From an optimization exercise on the open Yosys and OpenROAD flow, aimed at small area and a short achievable clock period; shortcuts taken in it are not production practice. Only simulation tests tie the RTL to the original design; equivalence was not proved.

==> flow/design.v (outline; a module is shown in full before it is edited, if it fits) <==
// module alu_fa: 10 lines
// module alu_ha: 9 lines
// module alu_pfx: 11 lines
// module alu_pfx_g: 8 lines
// module alu_dot_unit: 3349 lines
// module alu_shared_buf: 24 lines
// module alu_dpath: 180 lines
module alu_dpath (
  input  logic                 clk,
  input  logic                 rst_n,
  input  logic                 alu_req,
  input  logic                 alu_add,
  input  logic                 alu_sub,
  input  logic                 alu_xor,
  input  logic                 alu_sll,
  input  logic                 alu_srl,
  input  logic                 alu_sra,
  input  logic                 alu_or,
  input  logic                 alu_and,
  input  logic                 alu_slt,
  input  logic                 alu_sltu,
  input  logic                 alu_lui,
  input  logic                 alu_dot,
  input  logic [32-1:0] alu_op1,
  input  logic [32-1:0] alu_op2,
  input  logic [32-1:0] dot_a0,
  input  logic [32-1:0] dot_a1,
  input  logic [32-1:0] dot_a2,
  input  logic [32-1:0] dot_a3,
  input  logic [32-1:0] dot_a4,
  input  logic [32-1:0] dot_a5,
  input  logic [32-1:0] dot_a6,
  input  logic [32-1:0] dot_a7,
  input  logic                 bjp_req,
  input  logic [32-1:0] bjp_op1,
  input  logic [32-1:0] bjp_op2,
  input  logic                 bjp_add,
  input  logic                 bjp_cmp_eq,
  input  logic                 bjp_cmp_ne,
  input  logic                 bjp_cmp_lt,
  input  logic                 bjp_cmp_gt,
  input  logic                 bjp_cmp_ltu,
  input  logic                 bjp_cmp_gtu,
  input  logic                 agu_req,
  input  logic [32-1:0] agu_op1,
  input  logic [32-1:0] agu_op2,
  input  logic                 agu_swap,
  input  logic                 agu_add,
  input  logic                 agu_and,
  input  logic                 agu_or,
  input  logic                 agu_xor,
  input  logic                 agu_max,
  input  logic                 agu_min,
  input  logic                 agu_maxu,
  input  logic                 agu_minu,
  input  logic                 sbf_0_ena,
  input  logic [32-1:0] sbf_0_nxt,
  input  logic                 sbf_1_ena,
  input  logic [32-1:0] sbf_1_nxt,
  output logic [32-1:0] dpath_res,
  output logic                 cmp_res,
  output logic [32-1:0] sbf_0_r,
  output logic [32-1:0] sbf_1_r
);
  // ...
==> flow/flow/run.sh <==
#!/bin/bash
set -e
cp standard.sh standard_sh_copy.log
cp config.mk config_mk_orig.log
echo 'export BUFFER_PORTS_ARGS = -buffer_cell sky130_fd_sc_hd__buf_1' >> config.mk
echo 'export SKIP_GATE_CLONING = 1' >> config.mk
bash standard.sh > standard.log 2>&1
==> flow/standard.sh <==
#!/bin/bash
# synth_recipe.tcl (not shown) runs the flow's synth.tcl, then flattens the netlist and writes it again
# the make line also repeats each setting of config.mk as NAME=value (left out here)
make -C /OpenROAD-flow-scripts/flow DESIGN_CONFIG=/design/flow/config.mk WORK_HOME=/design/flow/orfs CLKGATE_MAP_FILE= SYNTH_SCRIPT=/design/flow/synth_recipe.tcl "${@:-finish}"
==> flow/config.mk <==
export PLATFORM = sky130hd
export DESIGN_NAME = alu_dpath
export DESIGN_NICKNAME = alu_dpath
export VERILOG_FILES = /design/flow/design.v
export SDC_FILE = /design/flow/constraint.sdc
export NUM_CORES = 4
export LEC_CHECK = 0
export ABC_AREA = 1
export CAP_MARGIN = 25
export CORE_MARGIN = 2
export CORE_UTILIZATION = 50
export PLACE_DENSITY = 0.8
export SETUP_SLACK_MARGIN = 4
export SLEW_MARGIN = 25
export SYNTH_HIERARCHICAL = 1
export BUFFER_PORTS_ARGS = -buffer_cell sky130_fd_sc_hd__buf_1
export SKIP_GATE_CLONING = 1
==> flow/constraint.sdc <==
create_clock -name core_clock -period 20.0 [get_ports {clk}]
set_input_delay 4.0000 -clock core_clock [delete_from_list [all_inputs] [get_ports {clk}]]
set_output_delay 4.0000 -clock core_clock [all_outputs]
set_load 0.01 [all_outputs]
==> results_dict.tcl, run 1 <==
set metrics [dict create \
    hold_ws_ps 467.8 \
    place_hpwl_mm 228.2 \
    cts_max_level 3 \
    ys_warn_count 14 \
    seq-cell-share_pct 2.583 \
    synthTopCellsByCount "1,456 x nand2_1, 1,095 x xor2_1, 1,015 x fa_1" \
    postCtsHoldBufs 0 \
    endpoint "dpath_res[28]" \
    synth-edff-count 0 \
    ys_types 53 \
    rows 124 \
    worst_pin_slew_ps 1139 \
    placed_area_mm2 0.05944 \
    regToRegSetupSlack_ps 19360 \
    fin_crit_sh_pct 79.89 \
    status "complete, no violations" \
    clk_latency_ps 330 \
    max_stage_delay_ps 610 \
    grt_pass1_vias 57380 \
    fin_cells 8814 \
    clock_sinks 64 \
    nNonClkInverters 639 \
    synth_nets 8834 \
    setup.worst_path.end_class "primary output" \
    synthAdderAreaFrac_pct 40.09 \
    whs_path_depth 2 \
    crit_slowest_cell "fa_1" \
    use_met1_pct 57.76 \
]
==> run 2: changes to the inputs <==
--- a/flow/config.mk
+++ b/flow/config.mk
@@ -8,8 +8,8 @@
 export ABC_AREA = 1
 export CAP_MARGIN = 25
 export CORE_MARGIN = 2
-export CORE_UTILIZATION = 50
-export PLACE_DENSITY = 0.8
+export CORE_UTILIZATION = 55
+export PLACE_DENSITY = 0.72
 export SETUP_SLACK_MARGIN = 4
 export SLEW_MARGIN = 25
 export SYNTH_HIERARCHICAL = 1
==> results_dict.tcl, run 2 <==
set metrics [dict create \
    drtAntennaViolNets 0 \
    syn_avg_cell_area_um2 8.150 \
    setup_viol 0 \
    portBuffers 643 \
    drt-vias-per-instance 6.787 \
    cts_max_path_buffers 2 \
    cts_made_buffers 9 \
    synth_most_common_cell "nand2_1" \
    slew_headroom_pct 29.81 \
    place_hpwl_mm 220.9 \
    yosysTopAreaCell "fa_1" \
    whs_path_depth 2 \
    synth_nets 8834 \
    cts_tree "yes" \
    crit_type "primary input to primary output" \
    drt_iter0_drc 9174 \
    place.gp.congestion 1.088 \
    synth_ff_type "dfrtp_1" \
    period_minus_slack_ps 15930 \
    max_clock_freq_ghz 0.06276 \
    crit_fanout 27 \
    required_ps 16000 \
    worst_pin_slew_ps 1046 \
    first_pass_iters 10 \
    grt_pass1_vias 56720 \
    cp_common_cell "nand2_1" \
    antenna_found_initial 13 \
    n_fill_cell 9472 \
    dp_worst_setup_slack_ps 3218 \
    worstReg2RegEnd "u_shared_buf.sbf_0_r[3]$_DFFE_PN0P_" \
    totalWireLength_mm 294.7 \
    area.growth.synth_to_final_pct 7.883 \
    clkTransAtPathRegs_ps 50 \
    grt_use_met3_pct 17.82 \
    r2r_start "u_shared_buf.sbf_0_r[3]$_DFFE_PN0P_" \
    die_area_mm2 0.1071 \
    use_met1_pct 60.39 \
    grtUsageMet2_pct 77.59 \
    layout_commonest_cell "nand2_1" \
    die_w_um 327.3 \
    busiest_layer "met2" \
    synth-edff-count 0 \
    drc_errors 0 \
    cts-root-buf "clkbuf_16" \
    synthTopCellsByArea "fa_1 35%, xor2_1 17%, o22ai_1 9.7%, nand2_1 9.5%, ha_1 4.7%" \
    hp-class "flip-flop to flip-flop" \
    rsz0062_at_grt "false" \
    arrival_ps 11930 \
    drive_above_1_share_pct 8.622 \
    ys_types 53 \
    reg.largest.list "u_shared_buf.sbf_0_r (32), u_shared_buf.sbf_1_r (32)" \
    max_stage_delay_ps 780 \
    syn_inst 7054 \
    multi_input_area_mm2 0.05110 \
    grt.total_usage_pct 52.53 \
    fin_crit_sh_pct 79.66 \
    setup_slack_ps 4067 \
    crit_slowest_cell "fa_2" \
    clk_latency_ps 330 \
    synthTopCellsByCount "1,456 x nand2_1, 1,095 x xor2_1, 1,015 x fa_1" \
    hold_violations 0 \
    ys_ff_latch 64 \
    grt_pass1_wl_mm 404.7 \
    syn_area_mm2 0.05749 \
    clock_sinks 64 \
    grt_max_degree 74 \
    ys_seq_area_share_pct 2.786 \
    die-height_um 327.3 \
    ioPinCount 644 \
    clock_skew_ps 0 \
    start_kind "primary input" \
    drv_cap 0 \
    hold_start "u_shared_buf.sbf_1_r[20]$_DFFE_PN0P_" \
    setup.worst_path.end_class "primary output" \
    fin_util_pct 59.84 \
    layout_common_cells "1,412 x nand2_1, 1,068 x xor2_1, 997 x fa_1, 882 x o22ai_1, 596 x buf_1" \
    r2r_cells 2 \
    async_reset_ff_share_pct 100.0 \
    finalMaxSlewViolations 0 \
    nNetsFinal 9082 \
    hold_end "u_shared_buf.sbf_1_r[20]$_DFFE_PN0P_" \
    initial_core_util_pct 55.47 \
    vias 59020 \
    tns_ps 0 \
    grt_overflow_total 0 \
    cts_max_level 3 \
    ys_warn_count 14 \
    core_area_mm2 0.1036 \
    final-seq-area_mm2 0.001602 \
    status "complete, no violations" \
    regToRegSetupSlack_ps 19370 \
    postLayoutCellArea_mm2 0.06202 \
    synth_top_area_share_pct 35.34 \
    post_drt_wl_per_cell_um 33.89 \
    rows 118 \
    placed_area_mm2 0.05928 \
]
==> run 2: cell counts after synthesis <==
Identical to the previous run, type by type.
==> run 2: worst max-delay path by stage <==
stage               slack, ps  startpoint  depth (start not counted)             to
floorplan                5520  dot_a5[17]                         34  dpath_res[31]
CTS                      4000  dot_a6[13]                         34  dpath_res[31]
detailed placement       3220   dot_a6[1]                         34  dpath_res[21]
finish                   4070   dot_a7[3]                         33  dpath_res[25]
global route             3730   dot_a5[0]                         33  dpath_res[22]
global placement         3170  dot_a4[13]                         33  dpath_res[31]
==> run 2: Yosys stat by module, one instance, submodules excluded <==
module | cells | times used | flops+latches
alu_ha | 1 | 67 | 0
alu_pfx | 5 | 94 | 0
alu_dot_unit | 3416 | 1 | 0
alu_pfx_g | 3 | 30 | 0
alu_dpath | 1725 | 1 | 0
alu_fa | 1 | 1014 | 0
alu_shared_buf | 272 | 1 | 64
==> run 2: repair_timing <==
| item | 4_1_cts | 5_1_grt |
|---|---|---|
| setup endpoints to repair | 18 | 14 |
| resized for setup | 143 | 276 |
| hold buffers | 0 | 0 |
| setup buffers | 0 | 48 |
| pin swaps | 1 | 26 |
==> run 2: area by class of cell <==
class                           count  area share [%]
Clock inverter                      7          0.2058
Clock buffer                        9          0.3631
Inverter                          639           3.968
Timing Repair Buffer              830           7.670
Tap cell                         1380           2.784
Sequential cell                    64           2.582
Multi-Input combinational cell   5758           82.39
Antenna cell                        9         0.03631
==> run 2: stage by stage <==
stage | hold slack (ps) | cells
CTS | 470.2 | 8639
detailed placement | 456.4 | 8623
global route | 496.0 | 8693
finish | 469.2 | 8696
floorplan | 504.5 | 7054
global placement | 452.1 | 8623
==> run 2: cell families (layout without fill, tap and decap cells) <==
logic type | count (synthesis) | in the layout | share of synthesized area (%)
buffers and inverters | 1232 | 1485 | 10.21
other | 0 | 9 | 0
XOR/XNOR | 1099 | 1099 | 16.74
AND/OR/NAND/NOR | 2198 | 2198 | 16.16
AO/OA/AOI/OAI | 1228 | 1228 | 14.01
flip-flops | 64 | 64 | 2.786
adder cells (fa/ha/maj) | 1233 | 1233 | 40.09
==> run 2: critical path, delay by kind of cell <==
kind,cells,cell delay [ps]
adders and majority gates,9,4650
and+or+nand+nor,12,1280
buffers and inverters,7,870
AOI/OAI and AO/OA,4,830
xor gates and xnor gates,1,230
==> run 2: per-layer routing <==
metal  vias up  wire [um]
met4         8      37350
met3      1857      42760
li1      23440          -
met2      5750     121400
met1     27960      93060
met5         -        149
==> run 3: changes to the inputs <==
==> flow/flow/run.sh (replaced) <==
#!/bin/bash
set -e
cp standard.sh standard_sh_copy.log
cp config.mk config_mk_orig.log
echo 'export BUFFER_PORTS_ARGS = -buffer_cell sky130_fd_sc_hd__buf_1' >> config.mk
bash standard.sh > standard.log 2>&1
--- a/flow/config.mk
+++ b/flow/config.mk
@@ -8,10 +8,9 @@
 export ABC_AREA = 1
 export CAP_MARGIN = 25
 export CORE_MARGIN = 2
-export CORE_UTILIZATION = 55
-export PLACE_DENSITY = 0.72
+export CORE_UTILIZATION = 45
+export PLACE_DENSITY = 0.65
 export SETUP_SLACK_MARGIN = 4
 export SLEW_MARGIN = 25
 export SYNTH_HIERARCHICAL = 1
 export BUFFER_PORTS_ARGS = -buffer_cell sky130_fd_sc_hd__buf_1
-export SKIP_GATE_CLONING = 1
==> results_dict.tcl, run 3 <==
set metrics [dict create \
    setup_viol 0 \
    area.growth.synth_to_final_pct 8.346 \
    ys_seq_area_share_pct 2.786 \
    max_clock_freq_ghz 0.06254 \
    syn_inst 7054 \
    rsz0062_at_grt "true" \
    worst_pin_slew_ps 1129 \
    synth_xor_area_share_pct 16.74 \
    crit_fanout 31 \
    ys_types 53 \
    layout_common_cells "1,389 x nand2_1, 1,069 x xor2_1, 980 x fa_1, 885 x o22ai_1, 597 x buf_1" \
    async_reset_ff_share_pct 100.0 \
    clock_sinks 64 \
    reg.largest.list "u_shared_buf.sbf_0_r (32), u_shared_buf.sbf_1_r (32)" \
    vias 58070 \
    synth_top_area_share_pct 35.34 \
    tns_ps 0 \
    wl_met1_mm 100.2 \
    post_drt_wl_per_cell_um 33.48 \
    cts_max_path_buffers 2 \
    synth_ff_type "dfrtp_1" \
    drtAntennaViolNets 0 \
    syn_avg_cell_area_um2 8.150 \
    ys_ff_latch 64 \
    antenna_found_initial 5 \
    clkTransAtPathRegs_ps 50 \
    cp_top_family "adder cells" \
    layout_commonest_cell "nand2_1" \
    cts-root-buf "clkbuf_16" \
    grt.total_usage_pct 43.70 \
    crit_buf_inv 9 \
    crit_path_start "dot_a5[0]" \
    required_ps 16000 \
    cp_common_cell "fa_1" \
    synth.mux.area_fraction_pct 0 \
    period_minus_slack_ps 15990 \
    rows 131 \
    synthAdderAreaFrac_pct 40.09 \
    crit_type "primary input to primary output" \
    syn_area_mm2 0.05749 \
    max_stage_delay_ps 630 \
    highest_layer "met5" \
    die_w_um 361.4 \
    setup.worst_path.end_class "primary output" \
    die_area_mm2 0.1306 \
    place_hpwl_mm 221.3 \
    ys_warn_count 14 \
    synth-edff-count 0 \
    ioPinCount 644 \
    cts_max_level 3 \
    synth_nets 8834 \
    synthTopCellsByArea "fa_1 35%, xor2_1 17%, o22ai_1 9.7%, nand2_1 9.5%, ha_1 4.7%" \
    grt_max_degree 78 \
    grt_overflow_total 0 \
    hp-class "flip-flop to flip-flop" \
    yosysTopAreaCell "fa_1" \
    synthTopCellsByCount "1,456 x nand2_1, 1,095 x xor2_1, 1,015 x fa_1" \
    synth-simple-area-share_pct 16.16 \
    totalWireLength_mm 300.1 \
    nNetsFinal 9074 \
    arrival_ps 11990 \
    finalMaxSlewViolations 0 \
    drt-vias-per-instance 6.478 \
    first_pass_iters 9 \
    drc_errors 0 \
    drive_above_1_share_pct 9.085 \
    wl_met3_mm 37.79 \
    status "complete, no violations" \
    clock_skew_ps 0 \
    cts_tree "yes" \
    fin_crit_sh_pct 79.95 \
    synth_top_family_by_area "adder cells" \
    initial_core_util_pct 45.20 \
    core_area_mm2 0.1272 \
    synth_most_common_cell "nand2_1" \
    hold_start "u_shared_buf.sbf_1_r[15]$_DFFE_PN0P_" \
    hold_violations 0 \
    wl_met2_mm 126.3 \
    start_kind "primary input" \
    crit_slowest_cell "xor2_2" \
    grt_pass1_wl_mm 410.1 \
    clk_latency_ps 320 \
    drv_cap 0 \
    grt_pass1_vias 56400 \
    cts_made_buffers 9 \
    drt_iter0_drc 8458 \
    portBuffers 643 \
    die-height_um 361.4 \
    postCtsHoldBufs 0 \
    slew_headroom_pct 24.68 \
    r2r_start "u_shared_buf.sbf_1_r[16]$_DFFE_PN0P_" \
    place.gp.congestion 1.061 \
    synth_compound_area_share_pct 14.01 \
]
run 3: path summary, 6_finish.rpt:
check                                                        to  slack, ps  depth (start not counted)
max in group asynchronous  u_shared_buf.sbf_1_r[20]$_DFFE_PN0P_      15610                          2
setup / recovery                                  dpath_res[19]       4010                         32
hold / removal             u_shared_buf.sbf_1_r[15]$_DFFE_PN0P_        470                          2
hold reg to reg            u_shared_buf.sbf_1_r[15]$_DFFE_PN0P_        470                          2
setup reg to reg           u_shared_buf.sbf_1_r[16]$_DFFE_PN0P_      19370                          2
min in group asynchronous  u_shared_buf.sbf_0_r[10]$_DFFE_PN0P_       3870                          2
run 3: cell families (layout without fill, tap and decap cells):
family	after synthesis	after routing
buffers and inverters	1232	1467
other	0	3
and+or+nand+nor	2198	2207
xor gates and xnor gates	1099	1099
adders and majority gates	1233	1233
AOI/OAI and AO/OA	1228	1228
DFF	64	64
run 3: per-module statistics from Yosys, one instance, submodules excluded:
module / cells inside / copies in the design / cell area (um^2) / flops+latches
alu_ha: 1 / 67 / 12.51 / 0
alu_dot_unit: 3416 / 1 / 22600 / 0
alu_pfx_g: 3 / 30 / 11.26 / 0
alu_pfx: 5 / 94 / 18.77 / 0
alu_dpath: 1725 / 1 / 9095 / 0
alu_shared_buf: 272 / 1 / 2559 / 64
alu_fa: 1 / 1014 / 20.02 / 0
run 3: worst reg2reg max path, stage by stage (launching register included):
cell,delay [ps]
dfrtp_1,390
nand2_1,70
nand2_1,60
run 3: timing repair:
item	CTS	global route
endpoints found under the setup margin	19	14
pin swaps	2	19
resized for setup	145	283
setup buffers	3	22
gates cloned	2	18
run 3: area by class of cell:
type | instances | area [um^2]
diodes | 3 | 7.507
clock buffers | 12 | 256.5
well taps | 1662 | 2079
inverters | 639 | 2470
multi-input cells | 5767 | 51360
flip-flops and latches | 64 | 1602
clock inverters | 3 | 65.06
repair buffers | 813 | 4449
fillers | 12550 | 64900
run 3: stage by stage:
stage	setup WS [ps]	utilization, %	hold slack, ps	area, um^2	cells
after floorplan	5515	-	504.5	57490	7054
after global placement	2945	46.84	452.4	59580	8898
after detailed placement	2983	46.86	457.2	59600	8899
after CTS	3946	47.66	469.9	60630	8919
after global routing	3786	48.97	488.1	62280	8961
final	4010	48.97	465.6	62290	8963
run 3: per-layer routing:
layer / up-vias / GRT usage [%]
met5: - / 0.8879
met2: 5031 / 65.50
met4: 4 / 39.20
met3: 1480 / 13.20
li1: 23430 / -
met1: 28120 / 50.32
==> run 4: changes to the inputs <==
--- a/flow/config.mk
+++ b/flow/config.mk
@@ -8,8 +8,8 @@
 export ABC_AREA = 1
 export CAP_MARGIN = 25
 export CORE_MARGIN = 2
-export CORE_UTILIZATION = 45
-export PLACE_DENSITY = 0.65
+export CORE_UTILIZATION = 50
+export PLACE_DENSITY = 0.7
 export SETUP_SLACK_MARGIN = 4
 export SLEW_MARGIN = 25
 export SYNTH_HIERARCHICAL = 1
==> results_dict.tcl, run 4 <==
set metrics [dict create \
    status "complete, no violations" \
    ys_seq_area_share_pct 2.786 \
    clk_latency_ps 320 \
    regToRegSetupSlack_ps 19380 \
    clock_skew_ps 0 \
    synth_most_common_cell "nand2_1" \
    post_drt_wl_per_cell_um 33.37 \
    crit_fanout 31 \
    hold_ws_ps 465.5 \
    n_fill_cell 10870 \
    clkTransAtPathRegs_ps 50 \
    totalWireLength_mm 294.5 \
    rows 124 \
    slew_headroom_pct 27.27 \
    synth_top_area_share_pct 35.34 \
    hold_start "u_shared_buf.sbf_0_r[13]$_DFFE_PN0P_" \
    nNetsFinal 9078 \
    first_pass_iters 10 \
    arrival_ps 12000 \
    ioPinCount 644 \
    cts_max_path_buffers 2 \
    r2r_start "u_shared_buf.sbf_0_r[18]$_DFFE_PN0P_" \
    clock_sinks 64 \
    cts_max_level 3 \
    synthTopCellsByArea "fa_1 35%, xor2_1 17%, o22ai_1 9.7%, nand2_1 9.5%, ha_1 4.7%" \
    period_minus_slack_ps 16000 \
    grt_max_degree 78 \
    fin_crit_sh_pct 79.99 \
    drtAntennaViolNets 0 \
    hold_end "u_shared_buf.sbf_0_r[13]$_DFFE_PN0P_" \
    drv_cap 0 \
    worst_pin_slew_ps 1090 \
    placed_area_mm2 0.05938 \
    synthTopCellsByCount "1,456 x nand2_1, 1,095 x xor2_1, 1,015 x fa_1" \
    layout_common_cells "1,389 x nand2_1, 1,071 x xor2_1, 984 x fa_1, 879 x o22ai_1, 597 x buf_1" \
    grt_overflow_total 0 \
    ys_ff_latch 64 \
    yosysTopAreaCell "fa_1" \
    cts_tree "yes" \
    whs_path_depth 2 \
    place_hpwl_mm 221.4 \
    drc_errors 0 \
    portBuffers 643 \
    grt_pass1_wl_mm 401.9 \
    antenna_found_initial 11 \
    drt-vias-per-instance 6.551 \
    syn_avg_cell_area_um2 8.150 \
    ys_warn_count 14 \
    drt_iter0_drc 8423 \
    die-height_um 343.1 \
    place.gp.congestion 1.052 \
    postLayoutCellArea_mm2 0.06204 \
    crit_slowest_cell "fa_1" \
    postCtsHoldBufs 0 \
    hold_violations 0 \
    cts-root-buf "clkbuf_16" \
    ys_types 53 \
    r2r_cells 2 \
    required_ps 16000 \
    core_area_mm2 0.1142 \
    max_clock_freq_ghz 0.06251 \
    rsz0062_at_grt "true" \
    max_stage_delay_ps 610 \
    synth_nets 8834 \
    setup.worst_path.end_class "primary output" \
    reg.largest.list "u_shared_buf.sbf_0_r (32), u_shared_buf.sbf_1_r (32)" \
    setup_viol 0 \
    tns_ps 0 \
    syn_inst 7054 \
    area.growth.synth_to_final_pct 7.909 \
    finalMaxSlewViolations 0 \
    cts_made_buffers 9 \
    synth-edff-count 0 \
    grt.total_usage_pct 47.73 \
    crit_type "primary input to primary output" \
    syn_area_mm2 0.05749 \
    start_kind "primary input" \
    layout_commonest_cell "nand2_1" \
    grt_pass1_vias 55670 \
    drive_above_1_share_pct 9.078 \
    die_w_um 343.1 \
    die_area_mm2 0.1177 \
    fin_util_pct 54.33 \
    worstReg2RegEnd "u_shared_buf.sbf_0_r[18]$_DFFE_PN0P_" \
    vias 57800 \
    initial_core_util_pct 50.35 \
    synth_ff_type "dfrtp_1" \
    hp-class "flip-flop to flip-flop" \
    async_reset_ff_share_pct 100.0 \
]
-- run 4: critical path, delay by kind of cell --
kind                     cells  cell delay [ps]
adder cells (fa/ha/maj)      9             4320
AND/OR/NAND/NOR             10             1300
buffers and inverters        9             1220
AO/OA/AOI/OAI                4              560
XOR/XNOR                     1              530
-- run 4: timing repair --
item | in CTS | in global routing
resized for setup | 110 | 319
buffers inserted | 0 | 41
pin swaps | 0 | 24
endpoints found under the setup margin | 14 | 16
cloned | 0 | 17
-- run 4: worst max-delay path by stage --
stage               slack (ps)       start             to
floorplan                 5520  dot_a5[17]  dpath_res[31]
global placement          2650   dot_a6[0]  dpath_res[30]
detailed placement        3390  dot_a5[19]  dpath_res[27]
CTS                       3930   dot_a5[1]  dpath_res[27]
global route              3960   dot_a6[1]  dpath_res[30]
finish                    4000   dot_a5[0]  dpath_res[18]
-- run 4: cells by family (layout without fill, tap and decap cells) --
family	Yosys count	in the layout	synth area share, %
AOI/OAI and AO/OA	1228	1228	14.01
xor gates and xnor gates	1099	1099	16.74
adders and majority gates	1233	1233	40.09
buffers and inverters	1232	1473	10.21
DFF	64	64	2.786
other	0	8	0
and+or+nand+nor	2198	2206	16.16
-- run 4: modules after synthesis, one instance, submodules excluded --
module | times used | cells | cell area, um^2 | flip-flops and latches
alu_fa | 1014 | 1 | 20.02 | 0
alu_pfx_g | 30 | 3 | 11.26 | 0
alu_ha | 67 | 1 | 12.51 | 0
alu_dpath | 1 | 1725 | 9095 | 0
alu_pfx | 94 | 5 | 18.77 | 0
alu_dot_unit | 1 | 3416 | 22600 | 0
alu_shared_buf | 1 | 272 | 2559 | 64
-- run 4: layout make-up --
cell class | instances | area, um^2 | share of cell area (%)
antenna | 8 | 20.02 | 0.03227
clock buffer | 12 | 246.5 | 0.3973
clock inverter | 4 | 53.80 | 0.08673
inverter | 639 | 2472 | 3.985
multi-input combinational | 5766 | 51300 | 82.69
sequential | 64 | 1602 | 2.582
tap | 1512 | 1892 | 3.049
timing repair buffer | 818 | 4452 | 7.176
-- run 4: metrics by stage --
step           cells  setup WS, ps
4_1_cts         8757          3933
2_1_floorplan   7054          5515
6_report        8823          4002
3_5_place_dp    8741          3388
5_1_grt         8822          3960
3_3_place_gp    8738          2650
-- run 4: metal layers --
metal | share of wire [%] | GRT usage (%) | up-vias
met5 | 0.031 | 0.08013 | -
met3 | 13 | 12.83 | 1504
met1 | 33 | 55.85 | 27810
met4 | 12 | 42.65 | 8
li1 | - | - | 23430
met2 | 42 | 72.00 | 5041
==> module alu_dpath, before the edit <==
module alu_dpath (
  input  logic                 clk,
  input  logic                 rst_n,
  input  logic                 alu_req,
  input  logic                 alu_add,
  input  logic                 alu_sub,
  input  logic                 alu_xor,
  input  logic                 alu_sll,
  input  logic                 alu_srl,
  input  logic                 alu_sra,
  input  logic                 alu_or,
  input  logic                 alu_and,
  input  logic                 alu_slt,
  input  logic                 alu_sltu,
  input  logic                 alu_lui,
  input  logic                 alu_dot,
  input  logic [32-1:0] alu_op1,
  input  logic [32-1:0] alu_op2,
  input  logic [32-1:0] dot_a0,
  input  logic [32-1:0] dot_a1,
  input  logic [32-1:0] dot_a2,
  input  logic [32-1:0] dot_a3,
  input  logic [32-1:0] dot_a4,
  input  logic [32-1:0] dot_a5,
  input  logic [32-1:0] dot_a6,
  input  logic [32-1:0] dot_a7,
  input  logic                 bjp_req,
  input  logic [32-1:0] bjp_op1,
  input  logic [32-1:0] bjp_op2,
  input  logic                 bjp_add,
  input  logic                 bjp_cmp_eq,
  input  logic                 bjp_cmp_ne,
  input  logic                 bjp_cmp_lt,
  input  logic                 bjp_cmp_gt,
  input  logic                 bjp_cmp_ltu,
  input  logic                 bjp_cmp_gtu,
  input  logic                 agu_req,
  input  logic [32-1:0] agu_op1,
  input  logic [32-1:0] agu_op2,
  input  logic                 agu_swap,
  input  logic                 agu_add,
  input  logic                 agu_and,
  input  logic                 agu_or,
  input  logic                 agu_xor,
  input  logic                 agu_max,
  input  logic                 agu_min,
  input  logic                 agu_maxu,
  input  logic                 agu_minu,
  input  logic                 sbf_0_ena,
  input  logic [32-1:0] sbf_0_nxt,
  input  logic                 sbf_1_ena,
  input  logic [32-1:0] sbf_1_nxt,
  output logic [32-1:0] dpath_res,
  output logic                 cmp_res,
  output logic [32-1:0] sbf_0_r,
  output logic [32-1:0] sbf_1_r
);
  logic [32-1:0] a;
  logic [32-1:0] b;
  assign a = ({32{alu_req}} & alu_op1)
           | ({32{bjp_req}} & bjp_op1)
           | ({32{agu_req}} & agu_op1);
  assign b = ({32{alu_req}} & alu_op2)
           | ({32{bjp_req}} & bjp_op2)
           | ({32{agu_req}} & agu_op2);
  logic f_add, f_sub, f_xor, f_or, f_and, f_mv, f_dot;
  logic f_sll, f_srl, f_sra;
  logic f_slt, f_sltu, f_max, f_min, f_maxu, f_minu;
  logic f_eq, f_ne, f_lt, f_ltu, f_ge, f_geu;
  assign f_add  = (alu_req & alu_add) | (bjp_req & bjp_add) | (agu_req & agu_add);
  assign f_sub  = alu_req & alu_sub;
  assign f_xor  = (alu_req & alu_xor) | (agu_req & agu_xor);
  assign f_or   = (alu_req & alu_or)  | (agu_req & agu_or);
  assign f_and  = (alu_req & alu_and) | (agu_req & agu_and);
  assign f_mv   = (alu_req & alu_lui) | (agu_req & agu_swap);
  assign f_dot  = alu_req & alu_dot;
  assign f_sll  = alu_req & alu_sll;
  assign f_srl  = alu_req & alu_srl;
  assign f_sra  = alu_req & alu_sra;
  assign f_slt  = alu_req & alu_slt;
  assign f_sltu = alu_req & alu_sltu;
  assign f_max  = agu_req & agu_max;
  assign f_min  = agu_req & agu_min;
  assign f_maxu = agu_req & agu_maxu;
  assign f_minu = agu_req & agu_minu;
  assign f_eq   = bjp_req & bjp_cmp_eq;
  assign f_ne   = bjp_req & bjp_cmp_ne;
  assign f_lt   = bjp_req & bjp_cmp_lt;
  assign f_ltu  = bjp_req & bjp_cmp_ltu;
  assign f_ge   = bjp_req & bjp_cmp_gt;
  assign f_geu  = bjp_req & bjp_cmp_gtu;
  logic                 f_signed;
  logic                 f_order;
  logic                 f_subtract;
  logic [32-1:0] dot_s;
  logic [32-1:0] dot_c;
  logic [32-1:0] b_inv;
  logic [32-1:0] sum;
  logic                 carry;
  logic                 lt;
  assign f_signed   = f_slt | f_lt | f_ge | f_max | f_min;
  assign f_order    = f_signed | f_sltu | f_ltu | f_geu | f_maxu | f_minu;
  assign f_subtract = f_sub | f_order;
  alu_dot_unit u_dot_unit (
    .dot_a0, .dot_a1, .dot_a2, .dot_a3,
    .dot_a4, .dot_a5, .dot_a6, .dot_a7,
    .dot_s, .dot_c
  );
  assign b_inv = b ^ {32{f_subtract}};
  assign {carry, sum} = {1'b0, a} + {1'b0, b_inv} + {{32{1'b0}}, f_subtract};
  logic [32-1:0] dot_res;
  logic [32-1:0] hp;
  logic [32-1:0] hg;
  logic [32-1:0] pg_g [6];
  logic [32-1:0] pg_p [6];
  for (genvar i = 0; i < 32; i++) begin : g_pg
    alu_ha u_pg (.a(dot_s[i]), .b(dot_c[i]), .s(hp[i]), .co(hg[i]));
  end
  assign pg_g[0] = hg;
  assign pg_p[0] = hp;
  for (genvar k = 0; k < 5; k++) begin : g_lvl
    for (genvar i = 0; i < 32; i++) begin : g_bit
      if (i < (1 << k)) begin : g_done
        assign pg_g[k+1][i] = pg_g[k][i];
        assign pg_p[k+1][i] = pg_p[k][i];
      end else if (i < (2 << k)) begin : g_gray
        alu_pfx_g u_pfx (.gh(pg_g[k][i]), .ph(pg_p[k][i]), .gl(pg_g[k][i-(1<<k)]),
                         .g(pg_g[k+1][i]));
        assign pg_p[k+1][i] = pg_p[k][i];
      end else begin : g_black
        alu_pfx u_pfx (.gh(pg_g[k][i]), .ph(pg_p[k][i]), .gl(pg_g[k][i-(1<<k)]),
                       .pl(pg_p[k][i-(1<<k)]), .g(pg_g[k+1][i]), .p(pg_p[k+1][i]));
      end
    end
  end
  assign dot_res = hp ^ {pg_g[5][32-2:0], 1'b0};
  assign lt = f_signed ? (a[32-1] ^ b_inv[32-1] ^ carry) : ~carry;
  logic                 f_right;
  logic                 fill;
  logic [32-1:0] sh_in;
  logic [32-1:0] sh_st [6];
  assign f_right = f_srl | f_sra;
  assign fill    = f_sra & a[32-1];
  for (genvar i = 0; i < 32; i++) begin : g_rev_in
    assign sh_in[i] = f_right ? a[32-1-i] : a[i];
  end
  assign sh_st[0] = sh_in;
  for (genvar k = 0; k < 5; k++) begin : g_stage
    for (genvar i = 0; i < 32; i++) begin : g_bit
      if (i >= (1 << k)) begin : g_mid
        assign sh_st[k+1][i] = b[k] ? sh_st[k][i-(1<<k)] : sh_st[k][i];
      end else begin : g_low
        assign sh_st[k+1][i] = b[k] ? fill : sh_st[k][i];
      end
    end
  end
  logic f_sum;
  logic sel_a;
  logic f_mm;
  assign f_sum = f_add | f_sub;
  assign f_mm  = f_max | f_min | f_maxu | f_minu;
  assign sel_a = ((f_max | f_maxu) & ~lt) | ((f_min | f_minu) & lt);
  for (genvar i = 0; i < 32; i++) begin : g_res
    logic t01, t10, t11;
    assign t01 = f_or | f_xor | f_mv | (f_mm & ~sel_a);
    assign t10 = f_or | f_xor | (f_mm & sel_a);
    assign t11 = f_or | f_and | f_mv | f_mm;
    assign dpath_res[i] = (a[i] & b[i] & t11) | (a[i] & ~b[i] & t10) | (~a[i] & b[i] & t01)
                        | (f_sum & sum[i])
                        | (f_dot & dot_res[i])
                        | (f_sll & sh_st[5][i])
                        | (f_right & sh_st[5][32-1-i])
                        | (((i == 0) ? (f_slt | f_sltu) : 1'b0) & lt);
  end
  logic eq;
  assign eq = (a == b);
  assign cmp_res = (f_eq & eq) | (f_ne & ~eq)
                 | ((f_lt | f_ltu) & lt) | ((f_ge | f_geu) & ~lt);
  alu_shared_buf u_shared_buf (.*);
endmodule
==> run 5: changes to the inputs <==
--- a/flow/design.v
+++ b/flow/design.v
@@ -27,24 +27,43 @@
   assign s  = a ^ b;
   assign co = a & b;
 endmodule
-module alu_pfx (
+module alu_pfx_n (
   input  logic gh,
   input  logic ph,
   input  logic gl,
   input  logic pl,
+  output logic g_n,
+  output logic p_n
+);
+  assign g_n = ~(gh | (ph & gl));
+  assign p_n = ~(ph & pl);
+endmodule
+module alu_pfx_p (
+  input  logic gh_n,
+  input  logic ph_n,
+  input  logic gl_n,
+  input  logic pl_n,
   output logic g,
   output logic p
 );
-  assign g = gh | (ph & gl);
-  assign p = ph & pl;
+  assign g = ~(gh_n & (ph_n | gl_n));
+  assign p = ~(ph_n | pl_n);
 endmodule
-module alu_pfx_g (
+module alu_pfx_gn (
   input  logic gh,
   input  logic ph,
   input  logic gl,
+  output logic g_n
+);
+  assign g_n = ~(gh | (ph & gl));
+endmodule
+module alu_pfx_gp (
+  input  logic gh_n,
+  input  logic ph_n,
+  input  logic gl_n,
   output logic g
 );
-  assign g = gh | (ph & gl);
+  assign g = ~(gh_n & (ph_n | gl_n));
 endmodule
 `timescale 1ns/1ps
 module alu_dot_unit (
@@ -3533,31 +3552,38 @@
   assign b_inv = b ^ {32{f_subtract}};
   assign {carry, sum} = {1'b0, a} + {1'b0, b_inv} + {{32{1'b0}}, f_subtract};
   logic [32-1:0] dot_res;
-  logic [32-1:0] hp;
-  logic [32-1:0] hg;
+  logic [32-1:0] hp_n;
   logic [32-1:0] pg_g [6];
   logic [32-1:0] pg_p [6];
-  for (genvar i = 0; i < 32; i++) begin : g_pg
-    alu_ha u_pg (.a(dot_s[i]), .b(dot_c[i]), .s(hp[i]), .co(hg[i]));
-  end
-  assign pg_g[0] = hg;
-  assign pg_p[0] = hp;
+  assign hp_n    = ~(dot_s ^ dot_c);
+  assign pg_g[0] = ~(dot_s & dot_c);
+  assign pg_p[0] = hp_n;
   for (genvar k = 0; k < 5; k++) begin : g_lvl
     for (genvar i = 0; i < 32; i++) begin : g_bit
       if (i < (1 << k)) begin : g_done
-        assign pg_g[k+1][i] = pg_g[k][i];
-        assign pg_p[k+1][i] = pg_p[k][i];
+        assign pg_g[k+1][i] = ~pg_g[k][i];
+        assign pg_p[k+1][i] = ~pg_p[k][i];
       end else if (i < (2 << k)) begin : g_gray
-        alu_pfx_g u_pfx (.gh(pg_g[k][i]), .ph(pg_p[k][i]), .gl(pg_g[k][i-(1<<k)]),
-                         .g(pg_g[k+1][i]));
-        assign pg_p[k+1][i] = pg_p[k][i];
+        if (k % 2 == 1) begin : g_n
+          alu_pfx_gn u_pfx (.gh(pg_g[k][i]), .ph(pg_p[k][i]), .gl(pg_g[k][i-(1<<k)]),
+                            .g_n(pg_g[k+1][i]));
+        end else begin : g_p
+          alu_pfx_gp u_pfx (.gh_n(pg_g[k][i]), .ph_n(pg_p[k][i]), .gl_n(pg_g[k][i-(1<<k)]),
+                            .g(pg_g[k+1][i]));
+        end
+        assign pg_p[k+1][i] = ~pg_p[k][i];
       end else begin : g_black
-        alu_pfx u_pfx (.gh(pg_g[k][i]), .ph(pg_p[k][i]), .gl(pg_g[k][i-(1<<k)]),
-                       .pl(pg_p[k][i-(1<<k)]), .g(pg_g[k+1][i]), .p(pg_p[k+1][i]));
+        if (k % 2 == 1) begin : g_n
+          alu_pfx_n u_pfx (.gh(pg_g[k][i]), .ph(pg_p[k][i]), .gl(pg_g[k][i-(1<<k)]),
+                           .pl(pg_p[k][i-(1<<k)]), .g_n(pg_g[k+1][i]), .p_n(pg_p[k+1][i]));
+        end else begin : g_p
+          alu_pfx_p u_pfx (.gh_n(pg_g[k][i]), .ph_n(pg_p[k][i]), .gl_n(pg_g[k][i-(1<<k)]),
+                           .pl_n(pg_p[k][i-(1<<k)]), .g(pg_g[k+1][i]), .p(pg_p[k+1][i]));
+        end
       end
     end
   end
-  assign dot_res = hp ^ {pg_g[5][32-2:0], 1'b0};
+  assign dot_res = ~(hp_n ^ {pg_g[5][32-2:0], 1'b0});
   assign lt = f_signed ? (a[32-1] ^ b_inv[32-1] ^ carry) : ~carry;
   logic                 f_right;
   logic                 fill;
==> flow/flow/run.sh (replaced) <==
#!/bin/bash
set -e
cp standard.sh standard_sh_copy.log
cp config.mk config_mk_orig.log
echo 'export BUFFER_PORTS_ARGS = -buffer_cell sky130_fd_sc_hd__buf_1' >> config.mk
echo 'export SKIP_GATE_CLONING = 1' >> config.mk
bash standard.sh > standard.log 2>&1
--- a/flow/config.mk
+++ b/flow/config.mk
@@ -8,9 +8,10 @@
 export ABC_AREA = 1
 export CAP_MARGIN = 25
 export CORE_MARGIN = 2
-export CORE_UTILIZATION = 50
-export PLACE_DENSITY = 0.7
+export CORE_UTILIZATION = 45
+export PLACE_DENSITY = 0.65
 export SETUP_SLACK_MARGIN = 4
 export SLEW_MARGIN = 25
 export SYNTH_HIERARCHICAL = 1
 export BUFFER_PORTS_ARGS = -buffer_cell sky130_fd_sc_hd__buf_1
+export SKIP_GATE_CLONING = 1
==> results_dict.tcl, run 5 <==
set metrics [dict create \
    status "complete, no violations" \
    synth-edff-count 0 \
    syn_inst 6784 \
    cts_max_path_buffers 2 \
    core_area_mm2 0.1274 \
    place_inst 8629 \
    cts_tree "yes" \
    totalWireLength_mm 306.0 \
    post_drt_wl_per_cell_um 34.73 \
    finalMaxSlewViolations 0 \
    drv_cap 0 \
    r2r_start "u_shared_buf.sbf_1_r[30]$_DFFE_PN0P_" \
    place.gp.congestion 1.088 \
    syn_area_mm2 0.05765 \
    synth_most_common_cell "nand2_1" \
    grt_max_degree 80 \
    crit_buf_inv 4 \
    ys_seq_area_share_pct 2.778 \
    clkTransAtPathRegs_ps 60 \
    tns_ps 0 \
    cts_made_buffers 9 \
    crit_path_start "dot_a1[16]" \
    hold_violations 0 \
    die-height_um 361.9 \
    reg.largest.list "u_shared_buf.sbf_0_r (32), u_shared_buf.sbf_1_r (32)" \
    place_hpwl_mm 219.6 \
    fin_cells 8810 \
    setup_viol 0 \
    drtAntennaViolNets 0 \
    synth_ff_type "dfrtp_1" \
    ioPinCount 644 \
    cts-root-buf "clkbuf_16" \
    postCtsHoldBufs 0 \
    die_w_um 361.9 \
    worst_pin_slew_ps 1071 \
    synth_xor_area_share_pct 16.77 \
    synthTopCellsByArea "fa_1 35%, xor2_1 17%, o22ai_1 8.7%, nand2_1 7.6%, ha_1 4.7%" \
    max_stage_delay_ps 860 \
    ys_warn_count 14 \
    crit_fanout 16 \
    ys_ff_latch 64 \
    final-seq-area_mm2 0.001602 \
    rows 131 \
    grt_pass1_wl_mm 415.7 \
    slew_headroom_pct 28.52 \
    layout_common_cells "1,105 x nand2_1, 1,072 x xor2_1, 955 x fa_1, 773 x o22ai_1, 597 x buf_1" \
    hold_start "u_shared_buf.sbf_0_r[24]$_DFFE_PN0P_" \
    portBuffers 643 \
    drt-vias-per-instance 6.679 \
    fin_crit_sh_pct 81.43 \
    dp_worst_setup_slack_ps 3168 \
    yosysTopAreaCell "fa_1" \
    layout_commonest_cell "nand2_1" \
    drive_above_1_share_pct 14.41 \
    synth.mux.area_fraction_pct 0 \
    n_fill_cell 12330 \
    area.growth.synth_to_final_pct 10.92 \
    nNetsFinal 8916 \
    vias 58850 \
    drc_errors 0 \
    drt_iter0_drc 9461 \
    antenna_found_initial 10 \
    start_kind "primary input" \
    cp_top_family "adder cells" \
    synthAdderAreaFrac_pct 39.95 \
    syn_avg_cell_area_um2 8.498 \
    initial_core_util_pct 45.27 \
    synth-simple-area-share_pct 14.53 \
    required_ps 16000 \
    crit_slowest_cell "xor2_2" \
    clock_sinks 64 \
    setup.worst_path.end_class "primary output" \
    first_pass_iters 9 \
    synthTopCellsByCount "1,162 x nand2_1, 1,096 x xor2_1, 1,015 x fa_1" \
    grt_pass1_vias 56210 \
    cp_common_cell "fa_1" \
    max_clock_freq_ghz 0.06140 \
    rsz0062_at_grt "true" \
    crit_type "primary input to primary output" \
    period_minus_slack_ps 16290 \
    die_area_mm2 0.1310 \
    synth_compound_area_share_pct 16.68 \
    clk_latency_ps 310 \
    ys_types 54 \
    setup_slack_ps 3714 \
    grt_overflow_total 0 \
    grt.total_usage_pct 44.35 \
    cts_max_level 3 \
    hold_ws_ps 467.4 \
    clock_skew_ps 0 \
    async_reset_ff_share_pct 100.0 \
    hp-class "flip-flop to flip-flop" \
    synth_top_area_share_pct 35.25 \
    arrival_ps 12290 \
    multi_input_area_mm2 0.05216 \
    synth_top_family_by_area "adder cells" \
    synth_nets 8563 \
]
[run 5: path summary, 6_finish.rpt]
kind	to	slack, ps	cells past startpoint
worst min register to register	u_shared_buf.sbf_0_r[24]$_DFFE_PN0P_	470	2
worst max register to register	u_shared_buf.sbf_1_r[30]$_DFFE_PN0P_	19360	2
worst min-delay path	u_shared_buf.sbf_0_r[24]$_DFFE_PN0P_	470	2
worst max-delay path	dpath_res[22]	3710	25
min in group asynchronous	u_shared_buf.sbf_0_r[18]$_DFFE_PN0P_	3870	2
max in group asynchronous	u_shared_buf.sbf_1_r[15]$_DFFE_PN0P_	15600	2
[run 5: kinds of logic after synthesis]
logic type	count (synthesis)
adders and majority gates	1232
DFF	64
and+or+nand+nor	1962
buffers and inverters	1082
AOI/OAI and AO/OA	1340
xor gates and xnor gates	1104
[run 5: metal layers]
layer / up-vias / wire [um] / global-route usage, %
li1: 23150 / - / -
met1: 28510 / 99380 / 51.07
met2: 5554 / 125300 / 65.14
met3: 1622 / 43950 / 15.34
met4: 10 / 37310 / 39.65
met5: - / 61 / 0
[run 5: timing repair]
action                     in CTS  in global routing
setup buffers                  11                148
setup endpoints to repair      15                 15
pin swaps                       7                 56
resized for setup             249                281
[run 5: final cells by class]
cell class                      count  area share [%]
Inverter                          488           2.978
Sequential cell                    64           2.505
Timing Repair Buffer              936           9.136
Multi-Input combinational cell   5638           81.56
Clock inverter                      5          0.1624
Clock buffer                       11          0.3796
Tap cell                         1662           3.252
Antenna cell                        6         0.02348
[run 5: tightest hold or removal path: stages, from the launching register on]
cell and delay (ps):
dfrtp_1 340, nand2_1 50, nand2_1 50
[run 5: per-module statistics from Yosys (local to each module, per instance)]
module          copies in the design  cells inside
alu_dot_unit                       1          3416
alu_shared_buf                     1           272
alu_pfx_gp                        20             1
alu_fa                          1014             1
alu_pfx_gn                        10             1
alu_pfx_p                         52             2
alu_dpath                          1          1829
alu_ha                            35             1
alu_pfx_n                         42             2
[run 5: metrics by stage]
step                utilization, %  instance area (um^2)
finish                       50.21                 63950
global route                 50.20                 63930
CTS                          48.15                 61330
detailed placement           46.91                 59740
global placement             46.86                 59670
floorplan                        -                 57650
==> run 6: changes to the inputs <==
--- a/flow/config.mk
+++ b/flow/config.mk
@@ -8,8 +8,8 @@
 export ABC_AREA = 1
 export CAP_MARGIN = 25
 export CORE_MARGIN = 2
-export CORE_UTILIZATION = 45
-export PLACE_DENSITY = 0.65
+export CORE_UTILIZATION = 50
+export PLACE_DENSITY = 0.7
 export SETUP_SLACK_MARGIN = 4
 export SLEW_MARGIN = 25
 export SYNTH_HIERARCHICAL = 1
==> results_dict.tcl, run 6 <==
set metrics [dict create \
    synth_top_area_share_pct 35.25 \
    postLayoutCellArea_mm2 0.06339 \
    grt_max_degree 80 \
    required_ps 16000 \
    synth_most_common_cell "nand2_1" \
    multi_input_area_mm2 0.05233 \
    ioPinCount 644 \
    setup_viol 0 \
    synth_nets 8563 \
    hold_violations 0 \
    syn_area_mm2 0.05765 \
    fin_crit_sh_pct 81.02 \
    drive_above_1_share_pct 14.18 \
    whs_path_depth 2 \
    tns_ps 0 \
    place.gp.congestion 1.077 \
    clock_skew_ps 0 \
    async_reset_ff_share_pct 100.0 \
    grt_overflow_total 0 \
    drt-vias-per-instance 6.733 \
    layout_common_cells "1,088 x nand2_1, 1,056 x xor2_1, 964 x fa_1, 778 x o22ai_1, 599 x buf_1" \
    rows 124 \
    hold_start "u_shared_buf.sbf_1_r[25]$_DFFE_PN0P_" \
    cts-root-buf "clkbuf_16" \
    drv_cap 0 \
    die_area_mm2 0.1180 \
    initial_core_util_pct 50.42 \
    yosysTopAreaCell "fa_1" \
    status "complete, no violations" \
    cts_max_path_buffers 2 \
    drtAntennaViolNets 0 \
    reg.largest.list "u_shared_buf.sbf_0_r (32), u_shared_buf.sbf_1_r (32)" \
    finalMaxSlewViolations 0 \
    clock_sinks 64 \
    ys_seq_area_share_pct 2.778 \
    slew_headroom_pct 18.64 \
    period_minus_slack_ps 16200 \
    clk_latency_ps 330 \
    crit_type "primary input to primary output" \
    nNetsFinal 8864 \
    regToRegSetupSlack_ps 19380 \
    rsz0062_at_grt "true" \
    r2r_cells 2 \
    ys_warn_count 14 \
    drc_errors 0 \
    core_area_mm2 0.1143 \
    max_clock_freq_ghz 0.06171 \
    clkTransAtPathRegs_ps 50 \
    hold_ws_ps 465.6 \
    syn_inst 6784 \
    arrival_ps 12200 \
    grt_pass1_vias 55910 \
    layout_commonest_cell "nand2_1" \
    portBuffers 643 \
    start_kind "primary input" \
    die-height_um 343.6 \
    worstReg2RegEnd "u_shared_buf.sbf_0_r[9]$_DFFE_PN0P_" \
    synthTopCellsByCount "1,162 x nand2_1, 1,096 x xor2_1, 1,015 x fa_1" \
    synth_ff_type "dfrtp_1" \
    ys_ff_latch 64 \
    totalWireLength_mm 295.3 \
    placed_area_mm2 0.05949 \
    setup.worst_path.end_class "primary output" \
    crit_fanout 12 \
    hold_end "u_shared_buf.sbf_1_r[25]$_DFFE_PN0P_" \
    place_inst 8474 \
    post_drt_wl_per_cell_um 34.33 \
    area.growth.synth_to_final_pct 9.953 \
    worst_pin_slew_ps 1212 \
    cts_made_buffers 9 \
    final-seq-area_mm2 0.001602 \
    synthTopCellsByArea "fa_1 35%, xor2_1 17%, o22ai_1 8.7%, nand2_1 7.6%, ha_1 4.7%" \
    die_w_um 343.6 \
    grt_pass1_wl_mm 402.9 \
    cts_max_level 3 \
    place_hpwl_mm 215.1 \
    vias 57920 \
    syn_avg_cell_area_um2 8.498 \
    hp-class "flip-flop to flip-flop" \
    grt.total_usage_pct 47.95 \
    first_pass_iters 9 \
    ys_types 54 \
    synth-edff-count 0 \
    fin_cells 8603 \
    antenna_found_initial 9 \
    n_fill_cell 10620 \
    drt_iter0_drc 8525 \
    cts_tree "yes" \
    r2r_start "u_shared_buf.sbf_0_r[9]$_DFFE_PN0P_" \
]
[run 6: final cells by class]
class,instances,area share [%]
well taps,1512,2.984
inverters,488,3.020
clock inverters,5,0.05329
flip-flops and latches,64,2.527
multi-input cells,5638,82.56
clock buffers,10,0.3770
diodes,2,0.007895
repair buffers,884,8.474
[run 6: logic make-up (layout without fill, tap and decap cells)]
kind of cell             Yosys count  count (layout)  synth area share, %
flip-flops                        64              64                2.778
adder cells (fa/ha/maj)         1232            1232                39.95
buffers and inverters           1082            1387                9.287
AND/OR/NAND/NOR                 1962            1962                14.53
other                              0               2                    0
AO/OA/AOI/OAI                   1340            1340                16.68
XOR/XNOR                        1104            1104                16.77
[run 6: timing repair]
action                                  CTS  global route
hold buffers                              0             0
cloned                                    0             0
endpoints found under the setup margin   15            16
pin swaps                                 8            67
gates resized for setup                 254           320
endpoints found under the hold margin     0             0
buffers inserted                         14            98
[run 6: metal layers]
| metal | part of all wire, % | vias to the layer above | GRT usage (%) |
|---|---|---|---|
| li1 | - | 23000 | - |
| met1 | 32 | 28050 | 54.73 |
| met2 | 41 | 5271 | 70.87 |
| met3 | 14 | 1591 | 16.66 |
| met4 | 12 | 12 | 43.31 |
| met5 | 0.035 | - | 0.1202 |
[run 6: modules after synthesis (local to each module, per instance)]
module,cells,copies in the design,area [um^2]
alu_dot_unit,3416,1,23300
alu_dpath,1829,1,9687
alu_shared_buf,272,1,2559
alu_fa,1,1014,20.02
alu_ha,1,35,12.51
alu_pfx_n,2,42,12.51
alu_pfx_p,2,52,12.51
alu_pfx_gn,1,10,8.758
alu_pfx_gp,1,20,5.005
[run 6: how the worst max path moves through the flow]
stage	cells past startpoint	slack, ps	startpoint	endpoint
after global placement	28	3000	dot_a5[9]	dpath_res[31]
after global routing	27	3830	dot_a0[16]	dpath_res[31]
final	25	3800	dot_a4[15]	dpath_res[31]
after detailed placement	30	2970	dot_a5[3]	dpath_res[31]
after CTS	28	3980	dot_a6[1]	dpath_res[31]
after floorplan	31	5340	dot_a4[19]	dpath_res[31]
[run 6: metrics by stage]
stage	util, %	worst slack [ps]
3_5_place_dp	52.03	2966
5_1_grt	55.43	3833
6_report	55.44	3795
2_1_floorplan	-	5338
3_3_place_gp	52.00	2998
4_1_cts	53.46	3976
[run 6: critical path, stage by stage]
cell,delay [ps]
clkbuf_2,110
buf_12,160
inv_1,130
nand2_2,130
nand2_2,100
nand2_4,120
buf_4,170
o22ai_1,190
xor2_1,630
fa_1,560
fa_1,540
fa_1,660
fa_1,570
fa_1,600
fa_1,440
fa_1,540
fa_1,430
xnor2_1,960
xor2_1,320
nor2_1,150
a21oi_1,150
nand2_1,60
nor2_1,120
nand4_1,150
clkbuf_2,170

port drivers added, routing unchanged:
The flow's constraints put no driver on any port. The routed layouts listed below were extracted and timed again, unchanged, in two steps.
Step 1, drivers: a clkbuf_16 drives clk and a buf_2 each remaining input, both assumed.
Step 2 adds t to the input delays and takes it off the output delays; t is the mean of the earliest and latest rising clock arrival at the registers after step 1. Input paths then give back, and output paths get back, about the clock's delay inside the block.
a / b / c = ideal / step 1 / step 2; a / b = the first two.
| run | t (ns) | slack for setup (ns) | worst setup path after step 2 |
|---|---|---|---|
| run 1 | 0.359 | 4.022 / 3.996 / 3.996 | input to output |
| run 2 | 0.366 | 4.067 / 4.045 / 4.045 | input to output |
| run 3 | 0.355 | 4.010 / 3.989 / 3.989 | input to output |
| run 4 | 0.351 | 4.002 / 3.978 / 3.978 | input to output |
| run 5 | 0.350 | 3.714 / 3.644 / 3.644 | input to output |
| run 6 | 0.359 | 3.795 / 3.769 / 3.769 | input to output |
After both steps setup and hold are still met in every run listed. The setup slack of run 5, which loses most, moves by -0.070 ns with the drivers and by -0.070 ns with both steps.
